Source: an optimization exercise on an open RTL-to-GDS flow (aim: small area, a short achievable clock period and few clock cycles). Production flows keep margins and buffers that such runs may drop.
The RTL was checked by simulation tests, not by an equivalence proof against the original design.
Power figures rest on the tool's default switching activity, not on a simulated workload.

==> design/flow/design.v <==
`timescale 1ns / 1ps
package pbts_pkg;
	localparam int SLICE_W = 8;
	localparam int LOCK_W  = 8;
	localparam logic [SLICE_W-1:0] SLICE_RESET = 8'd10;
	localparam logic [LOCK_W-1:0]  LOCK_MAX    = 8'd255;
	localparam logic [2:0] FN_CREATE  = 3'd0;
	localparam logic [2:0] FN_TICK    = 3'd1;
	localparam logic [2:0] FN_DELAY   = 3'd2;
	localparam logic [2:0] FN_SUSPEND = 3'd3;
	localparam logic [2:0] FN_RESUME  = 3'd4;
	localparam logic [2:0] FN_LOCK    = 3'd5;
	localparam logic [2:0] FN_UNLOCK  = 3'd6;
	localparam logic [2:0] FN_NOP     = 3'd7;
	localparam logic [1:0] ST_OK       = 2'd0;
	localparam logic [1:0] ST_LOCKED   = 2'd1;
	localparam logic [1:0] ST_NONE_RDY = 2'd2;
	localparam logic [1:0] ST_NO_SCHED = 2'd3;
endpackage
`timescale 1ns / 1ps
module pbts_cell #(
	parameter int PRIO_BITS  = 5,
	parameter int DELAY_BITS = 16
) (
	input  logic                          clk,
	input  logic                          arst_n,
	input  logic                          cre,       
	input  logic                          sus,       
	input  logic                          res,       
	input  logic                          dly,       
	input  logic                          tick,      
	input  logic                          sl_we,     
	input  logic [PRIO_BITS-1:0]          prio_in,
	input  logic [DELAY_BITS-1:0]         dly_in,
	input  logic [pbts_pkg::SLICE_W-1:0]  sl_in,
	output logic                          created,
	output logic                          delayed,
	output logic                          susp,
	output logic                          ready,     
	output logic                          wake,      
	output logic [PRIO_BITS-1:0]          prio,
	output logic [pbts_pkg::SLICE_W-1:0]  slice
);
	logic [DELAY_BITS-1:0] dcnt_q;
	logic                  counting, dz;
	assign dz       = (dcnt_q == '0);
	assign counting = created & delayed & ~susp;
	assign ready    = created & ~delayed & ~susp;
	assign wake     = counting & dz;
	always_ff @(posedge clk or negedge arst_n) begin
		if (!arst_n) created <= 1'b0;
		else if (cre) created <= 1'b1;
	end
	always_ff @(posedge clk) begin
		if (cre)              delayed <= 1'b0;
		else if (dly)         delayed <= 1'b1;
		else if (tick & wake) delayed <= 1'b0;
		if (cre | res)        susp <= 1'b0;
		else if (sus)         susp <= 1'b1;
		if (cre)              prio <= prio_in;
		if (dly)                    dcnt_q <= dly_in;
		else if (tick & counting & ~dz) dcnt_q <= dcnt_q - 1'b1;
		if (sl_we)            slice <= sl_in;
	end
endmodule
`timescale 1ns / 1ps
module priority_bitmap_task_scheduler #(
	parameter int NUM_TASKS  = 16,
	parameter int NUM_PRIO   = 32,
	parameter int DELAY_BITS = 16
) (
	input  logic                            clk,
	input  logic                            arst_n,
	input  logic                            req_valid,
	output logic                            req_ready,
	input  logic [2:0]                      req_func,
	input  logic [3:0]                      req_task_id,
	input  logic [4:0]                      req_priority,
	input  logic [15:0]                     req_delay_ticks,
	output logic                            rsp_valid,
	input  logic                            rsp_ready,
	output logic [3:0]                      rsp_next_task,
	output logic                            rsp_switch_request,
	output logic [3:0]                      rsp_current_task,
	output logic [1:0]                      rsp_status,
	input  logic                            cfg_wr_en,
	input  logic [pbts_pkg::SLICE_W-1:0]    cfg_wr_data
);
	localparam int NT = NUM_TASKS;
	localparam int TW = $clog2(NUM_TASKS);
	localparam int PW = $clog2(NUM_PRIO);
	localparam int SW = pbts_pkg::SLICE_W;
	logic                         rsp_valid_q;
	logic [SW-1:0]                slice_len_q;
	logic [pbts_pkg::LOCK_W-1:0]  lock_q;
	logic [TW-1:0]                running_q;
	logic                         running_valid_q;
	logic [1:0]                   status_q;
	logic                         sw_q;
	logic                         ord_q  [NT][NT];
	logic                         same_q [NT][NT];
	logic acc;
	logic f_cre, f_tick, f_dly, f_sus, f_res, f_lock, f_unl;
	assign acc    = req_valid & ~rsp_valid_q;
	assign f_cre  = acc & (req_func == pbts_pkg::FN_CREATE);
	assign f_tick = acc & (req_func == pbts_pkg::FN_TICK);
	assign f_dly  = acc & (req_func == pbts_pkg::FN_DELAY);
	assign f_sus  = acc & (req_func == pbts_pkg::FN_SUSPEND);
	assign f_res  = acc & (req_func == pbts_pkg::FN_RESUME);
	assign f_lock = acc & (req_func == pbts_pkg::FN_LOCK);
	assign f_unl  = acc & (req_func == pbts_pkg::FN_UNLOCK);
	logic [NT-1:0] idh, run1, created, delayed, susp, rdy, wake;
	logic [NT-1:0] cre, sus, res, dly, sl_we, enq1;
	logic [PW-1:0] prio [NT];
	logic [SW-1:0] slice [NT];
	logic [SW-1:0] slice_run, slice_next, sl_in;
	logic          reload;
	for (genvar i = 0; i < NT; i++) begin : g_task
		assign idh[i]  = (req_task_id == TW'(i));
		assign run1[i] = running_valid_q & (running_q == TW'(i));
		assign cre[i]  = f_cre & idh[i] & ~created[i];
		assign sus[i]  = f_sus & idh[i] & created[i] & ~susp[i];
		assign res[i]  = f_res & idh[i] & created[i] & susp[i];
		assign dly[i]  = f_dly & run1[i];
		assign sl_we[i] = cre[i] | (f_tick & run1[i]);
		assign enq1[i] = cre[i] | (res[i] & ~delayed[i]);
		pbts_cell #(
			.PRIO_BITS  (PW),
			.DELAY_BITS (DELAY_BITS)
		) u_cell (
			.clk     (clk),
			.arst_n  (arst_n),
			.cre     (cre[i]),
			.sus     (sus[i]),
			.res     (res[i]),
			.dly     (dly[i]),
			.tick    (f_tick),
			.sl_we   (sl_we[i]),
			.prio_in (req_priority),
			.dly_in  (req_delay_ticks),
			.sl_in   (sl_in),
			.created (created[i]),
			.delayed (delayed[i]),
			.susp    (susp[i]),
			.ready   (rdy[i]),
			.wake    (wake[i]),
			.prio    (prio[i]),
			.slice   (slice[i])
		);
	end
	always_comb begin
		slice_run = '0;
		for (int i = 0; i < NT; i++) slice_run = slice_run | (slice[i] & {SW{run1[i]}});
	end
	assign reload     = (slice_run <= SW'(1));
	assign slice_next = reload ? slice_len_q : slice_run - 1'b1;
	assign sl_in      = f_tick ? slice_next : slice_len_q;
	logic [NT-1:0] rdy_t, rot1, rdy_m;
	logic          rot;
	logic          ord_t [NT][NT];    
	assign rdy_t = rdy | wake;
	assign rot   = reload & |(rdy_t & run1);
	assign rot1  = run1 & {NT{rot}};
	assign rdy_m = rdy & ~run1;
	for (genvar i = 0; i < NT; i++) begin : g_ot
		for (genvar j = 0; j < NT; j++) begin : g_otj
			if (i < j) begin : g_lo
				assign ord_t[i][j] = same_q[i][j] ?
					(rot1[j] | (~rot1[i] & (wake[j] | (~wake[i] & ord_q[i][j])))) :
					ord_q[i][j];
			end else if (i > j) begin : g_hi
				assign ord_t[i][j] = ~ord_t[j][i];
			end else begin : g_eq
				assign ord_t[i][j] = 1'b1;
			end
		end
	end
	logic [NT-1:0] win_t, win_m;
	logic [TW-1:0] id_t, id_m;
	logic [1:0]    st_t, st_m;
	logic          sw_t;
	logic          lk;
	assign lk = (lock_q != '0);
	always_comb begin
		for (int i = 0; i < NT; i++) begin
			win_t[i] = rdy_t[i];
			win_m[i] = rdy_m[i];
			for (int j = 0; j < NT; j++) begin
				if (j != i) begin
					win_t[i] = win_t[i] & (~rdy_t[j] | ord_t[i][j]);
					win_m[i] = win_m[i] & (~rdy_m[j] | ((i < j) ? ord_q[i][j] : ~ord_q[j][i]));
				end
			end
		end
		id_t = '0;
		id_m = '0;
		for (int i = 0; i < NT; i++) begin
			id_t = id_t | (TW'(i) & {TW{win_t[i]}});
			id_m = id_m | (TW'(i) & {TW{win_m[i]}});
		end
	end
	assign st_t = lk ? pbts_pkg::ST_LOCKED : (|rdy_t) ? pbts_pkg::ST_OK : pbts_pkg::ST_NONE_RDY;
	assign st_m = lk ? pbts_pkg::ST_LOCKED : (|rdy_m) ? pbts_pkg::ST_OK : pbts_pkg::ST_NONE_RDY;
	assign sw_t = ~lk & (|rdy_t) & (~running_valid_q | (id_t != running_q));
	logic [TW-1:0] id_t_q, id_m_q;
	logic [1:0]    st_t_q, st_m_q;
	logic          sw_t_q, sus_run_q;
	always_ff @(posedge clk) begin
		id_t_q    <= id_t;
		id_m_q    <= id_m;
		st_t_q    <= st_t;
		st_m_q    <= st_m;
		sw_t_q    <= sw_t;
		sus_run_q <= |(run1 & created & ~susp);
	end
	logic [NT-1:0] p_lt, p_eq;    
	for (genvar i = 0; i < NT; i++) begin : g_cmp
		assign p_lt[i] = (req_priority < prio[i]);
		assign p_eq[i] = (req_priority == prio[i]);
	end
	for (genvar i = 0; i < NT; i++) begin : g_ord
		for (genvar j = 0; j < NT; j++) begin : g_ordj
			if (i < j) begin : g_lo
				always_ff @(posedge clk) begin
					if (f_tick) begin
						ord_q[i][j] <= ord_t[i][j];
					end else if (cre[i]) begin
						ord_q[i][j]  <= p_lt[j];
						same_q[i][j] <= p_eq[j];
					end else if (cre[j]) begin
						ord_q[i][j]  <= ~p_lt[i];
						same_q[i][j] <= p_eq[i];
					end else if (same_q[i][j] & (enq1[i] | enq1[j])) begin
						ord_q[i][j] <= enq1[j];
					end
				end
			end else begin : g_no
				assign ord_q[i][j]  = 1'b0;
				assign same_q[i][j] = 1'b0;
			end
		end
	end
	logic sch_t, sch_m;
	assign sch_t = f_tick;
	assign sch_m = f_dly | (f_sus & sus_run_q & (req_task_id == running_q));
	always_ff @(posedge clk or negedge arst_n) begin
		if (!arst_n) begin
			slice_len_q <= pbts_pkg::SLICE_RESET;
		end else if (cfg_wr_en) begin
			slice_len_q <= cfg_wr_data;
		end
	end
	always_ff @(posedge clk or negedge arst_n) begin
		if (!arst_n) begin
			rsp_valid_q     <= 1'b0;
			lock_q          <= '0;
			running_q       <= '0;
			running_valid_q <= 1'b0;
		end else begin
			if (acc) rsp_valid_q <= 1'b1;
			else if (rsp_ready) rsp_valid_q <= 1'b0;
			if (f_lock && lock_q != pbts_pkg::LOCK_MAX) lock_q <= lock_q + 1'b1;
			if (f_unl && lock_q != '0) lock_q <= lock_q - 1'b1;
			if (sch_t && st_t_q == pbts_pkg::ST_OK) begin
				running_q       <= id_t_q;
				running_valid_q <= 1'b1;
			end else if (sch_m && st_m_q == pbts_pkg::ST_OK) begin
				running_q       <= id_m_q;
				running_valid_q <= 1'b1;
			end
		end
	end
	always_ff @(posedge clk) begin
		if (acc) begin
			if (sch_t) begin
				status_q <= st_t_q;
				sw_q     <= sw_t_q;
			end else if (sch_m) begin
				status_q <= st_m_q;
				sw_q     <= (st_m_q == pbts_pkg::ST_OK);
			end else begin
				status_q <= pbts_pkg::ST_NO_SCHED;
				sw_q     <= 1'b0;
			end
		end
	end
	assign req_ready          = ~rsp_valid_q;
	assign rsp_valid          = rsp_valid_q;
	assign rsp_next_task      = (status_q == pbts_pkg::ST_OK) ? running_q : '0;
	assign rsp_switch_request = sw_q;
	assign rsp_current_task   = running_q;
	assign rsp_status         = status_q;
endmodule
==> design/flow/run.sh <==
#!/bin/bash
# synth_recipe.tcl (not shown) runs the flow's synth.tcl, then flattens the netlist and writes it again
# the make line also repeats each setting of config.mk as NAME=value (left out here)
make -C /OpenROAD-flow-scripts/flow DESIGN_CONFIG=/design/flow/config.mk WORK_HOME=/design/flow/orfs CLKGATE_MAP_FILE= SYNTH_SCRIPT=/design/flow/synth_recipe.tcl finish
==> design/flow/config.mk <==
export PLATFORM = sky130hd
export DESIGN_NAME = priority_bitmap_task_scheduler
export DESIGN_NICKNAME = priority_bitmap_task_scheduler
export VERILOG_FILES = /design/flow/design.v
export SDC_FILE = /design/flow/constraint.sdc
export NUM_CORES = 4
export LEC_CHECK = 0
export CAP_MARGIN = 20
export CORE_MARGIN = 2
export CORE_UTILIZATION = 40
export SLEW_MARGIN = 20
==> design/flow/constraint.sdc <==
create_clock -name core_clock -period 8.0 [get_ports {clk}]
set_input_delay 1.6000 -clock core_clock [delete_from_list [all_inputs] [get_ports {clk}]]
set_output_delay 1.6000 -clock core_clock [all_outputs]
set_load 0.01 [all_outputs]
==> results.json <==
{
  "run_status": "timing/DRC/antenna clean",
  "clkPwrFrac_pct": 40.9,
  "seqPwrFrac_pct": 44.2,
  "avgSynthCellArea_um2": 9.19,
  "ys_ff_latch": 790,
  "switchingPower_mw": 3.20,
  "final_cell_area_um2": 56700,
  "finalWorstSetupSlack_ns": 0.517,
  "hold_buffers": 0,
  "fin_worst_skew_ns": 0.0362,
  "swShare_pct": 30.4,
  "preCtsSetupSlack_ns": 1.03,
  "globalRoute.totalOverflow": 0,
  "critPathCaptureType": "flop",
  "synth.distinct_cells": 102,
  "cp_slowest_cell": "nor4_1",
  "slew_headroom_pct": 8.11,
  "hold_ws_ns": 0.460,
  "tns_ns": 0,
  "cp_cell_sequence": "nand2b_1 > nor3_1 > a22oi_1 > nand2_1 > nor4_1 > ha_1 > o2111ai_1 > nand2b_2 > a2111oi_4 > or2_1 > nand2_1 > a22o_1 > a22o_1 > nor4_1 > nand4_1 > nand4b_1 > xnor2_1 > a41oi_2",
  "detailed_place.area_um2": 53600,
  "die_y_um": 357,
  "worstPathRequired_ns": 8.64,
  "irDropWorstVdd_mv": 0.195,
  "worstMarginPinSlew_ns": 1.36,
  "synthTopCellsByArea": "edfxtp_1, o21ai_0, nand2_1",
  "synth_edf_count": 707,
  "p_int_mw": 7.33,
  "post_cts_buffers": 0,
  "async_reset_ff_share_pct": 4.81,
  "max_stage_delay_ns": 0.77,
  "ios": 54,
  "grt_max_degree": 59,
  "totalPowerFinal_mw": 10.5,
  "root_buffer": "clkbuf_16",
  "combinationalPowerShare_pct": 14.9,
  "synth_top_area_share_pct": 42.6,
  "drtAntennaViolNets": 0,
  "startpoint_type": "flop",
  "fp-row-count": 129,
  "drv_slew": 0,
  "critPathBufInv": 0,
  "vias": 51110,
  "fin_crit_ns": 7.48,
  "die_area_um2": 127000,
  "synthTopCellsByCount": "edfxtp_1, o21ai_0, nand2_1",
  "ys_warn_count": 550,
  "clk-insertion-delay-late_ns": 0.78,
  "power.density_nw_per_um2": 186,
  "start_util_pct": 40.3,
  "drc_errors": 0,
  "syn_to_final_growth_pct": 13.8,
  "place_inst": 7037,
  "synth_most_common_cell": "edfxtp_1",
  "final_nets": 5643,
  "wl_per_cell_um": 42.3,
  "vias_per_cell": 7.05,
  "cts_resized": 0,
  "grt_pass1_vias": 46755,
  "setup_violations": 0,
  "synth_cells": 5422,
  "antenna_found_initial": 52,
  "cts_tree": "done",
  "cp_top_family": "simple AND/OR/NAND/NOR gates",
  "die_width_um": 357,
  "rsz0062_at_grt": "no",
  "syn_area_um2": 49800,
  "finalCritPeriodShare_pct": 93.5,
  "critical_path_class": "flop to flop",
  "hpwl_mm": 221,
  "cts_num_sinks": 790,
  "syn-num-nets": 5568,
  "drt_iter0_markers": 9105,
  "min_path_type": "flop to flop",
  "cts_buffers": 94,
  "crit_fanout": 15,
  "routed_wl_mm": 306,
  "arrival_ns": 8.12,
  "maxCapViolations": 0,
  "hold_viol": 0,
  "gp_congestion": 1.12,
  "fin_util_pct": 45.9,
  "leakagePower_nw": 20.5,
  "portBuffers": 53,
  "htreeDepth": 3,
  "grt_first_pass_wirelength_mm": 407,
  "cts.path.max_buffers": 3,
  "instances_no_fill": 7252,
  "synthFlopType": "edfxtp_1",
  "fmax_mhz": 134,
  "first_pass_iters": 7,
  "synth_area_leader_cell": "edfxtp_1",
  "clk_pin_slew_ns": 0.07,
  "ys_seq_area_share_pct": 46.3,
  "grt_usage_pct": 46.9,
  "core_um2": 124000,
  "layout-drive-gt1-share_pct": 11.3
}
==> final cells by class <==
cell class	count	area (um2)
diodes	40	100
clock buffers	118	2480
clock inverters	56	522
fillers	11889	66900
inverters	163	612
multi-input cells	4082	24900
flip-flops and latches	790	23100
well taps	1637	2050
repair buffers	366	2930
==> logic make-up (layout without fill, tap and decap cells) <==
family	Yosys count	after routing	share of synthesized area, %
AO/OA/AOI/OAI	1739	1739	22.4
XOR/XNOR	223	223	3.92
adder cells (fa/ha/maj)	105	105	2.65
buffers and inverters	550	703	4.38
flip-flops	790	790	46.3
multiplexers	46	46	1.02
other	0	40	0
AND/OR/NAND/NOR	1969	1969	19.3
==> worst reg2reg max path: stages (launching register included) <==
cell       delay [ns]
dfrtp_1          0.51
nand2b_1         0.52
nor3_1           0.32
a22oi_1          0.22
nand2_1          0.11
nor4_1           0.77
ha_1             0.39
o2111ai_1        0.18
nand2b_2         0.64
a2111oi_4        0.51
or2_1            0.66
nand2_1          0.12
a22o_1           0.32
a22o_1           0.27
nor4_1           0.61
nand4_1          0.53
nand4b_1         0.38
xnor2_1          0.17
a41oi_2          0.11
==> sequential cells by signal (all words and copies together) (netlist names), 2 cells and up <==
name	count
g_task.u_cell.susp	16
same_q	120
slice_len_q	8
g_task.u_cell.delayed	16
id_t_q	4
id_m_q	4
running_q	4
g_task.u_cell.dcnt_q	256
st_m_q	2
g_task.u_cell.created	16
lock_q	8
g_task.u_cell.prio	80
g_task.u_cell.slice	128
status_q	2
ord_q	120
==> path summary, 6_finish.rpt <==
kind                                          start                                     to  slack, ns  cells past startpoint
hold / removal                    id_t_q[1]$_DFF_P_               running_q[1]$_DFFE_PN0P_       0.46                      2
min in group asynchronous                    arst_n                rsp_valid_q$_DFFE_PN0P_       0.95                      2
setup / recovery           running_q[3]$_DFFE_PN0P_                         sw_t_q$_DFF_P_       0.52                     18
setup reg to reg           running_q[3]$_DFFE_PN0P_                         sw_t_q$_DFF_P_       0.52                     18
hold reg to reg                   id_t_q[1]$_DFF_P_               running_q[1]$_DFFE_PN0P_       0.46                      2
max in group asynchronous                    arst_n  g_task[10].u_cell.created$_DFFE_PN0P_       6.52                      2
==> power by group through the flow <==
stage / Clock (mW) / Combinational, mW / Sequential (mW)
2_1_floorplan: 0 / 0.741 / 4.68
3_3_place_gp: 0 / 1.47 / 4.73
3_5_place_dp: 0 / 1.46 / 4.73
4_1_cts: 4.32 / 1.47 / 4.65
5_1_grt: 4.49 / 1.56 / 4.66
6_report: 4.31 / 1.57 / 4.66
==> cell usage in the layout (no fill, tap or decap), drive strengths merged, types with 35 or more instances in the layout <==
master / count
dfxtp: 45
o21ai: 634
o211ai: 51
buf: 314
a31oi: 48
clkdlybuf4s50: 52
inv: 168
nor4: 90
a21oi: 382
and3: 35
dfrtp: 36
nand4: 50
xor2: 69
clkbuf: 118
nor3: 113
o22ai: 49
or3: 65
edfxtp: 707
diode: 40
nand3: 238
o221ai: 76
clkinv: 43
nor2: 482
ha: 104
a21boi: 38
o21a: 41
xnor2: 154
nand2b: 88
a22oi: 119
nand2: 561
nor2b: 51
==> per-layer routing <==
metal	wire length, um	track usage [%]
met4	28300	36.2
met5	237	0.667
met2	125000	66.7
met1	114000	57.4
met3	38400	17.6
Testbench counts, summed over its fixed seeds: cycles 16,000.

==> port drivers added, routing unchanged <==
No port has a modelled driver above. Below, the same layout with a new extraction and two added sets of constraints. Step 1, drivers: a clkbuf_16 drives clk and a buf_2 each remaining input, both assumed. Step 2 times the ports against the registers' clock, not the clock port: input delays grow and output delays shrink by t, the midpoint of the rising clock arrivals with the driver on. a / b / c = ideal / step 1 / step 2; a / b = the first two.
shift t [ns]: 0.847
slack for setup (ns): 0.517 / 0.517 / 0.517
worst register clock-pin slew, ns: 0.07 / 0.07
worst data-port slew with drivers (ns): 0.09
After both steps this run still meets setup and hold. The setup slack of this run moves by 0.000 ns with the drivers and by 0.000 ns with both steps.
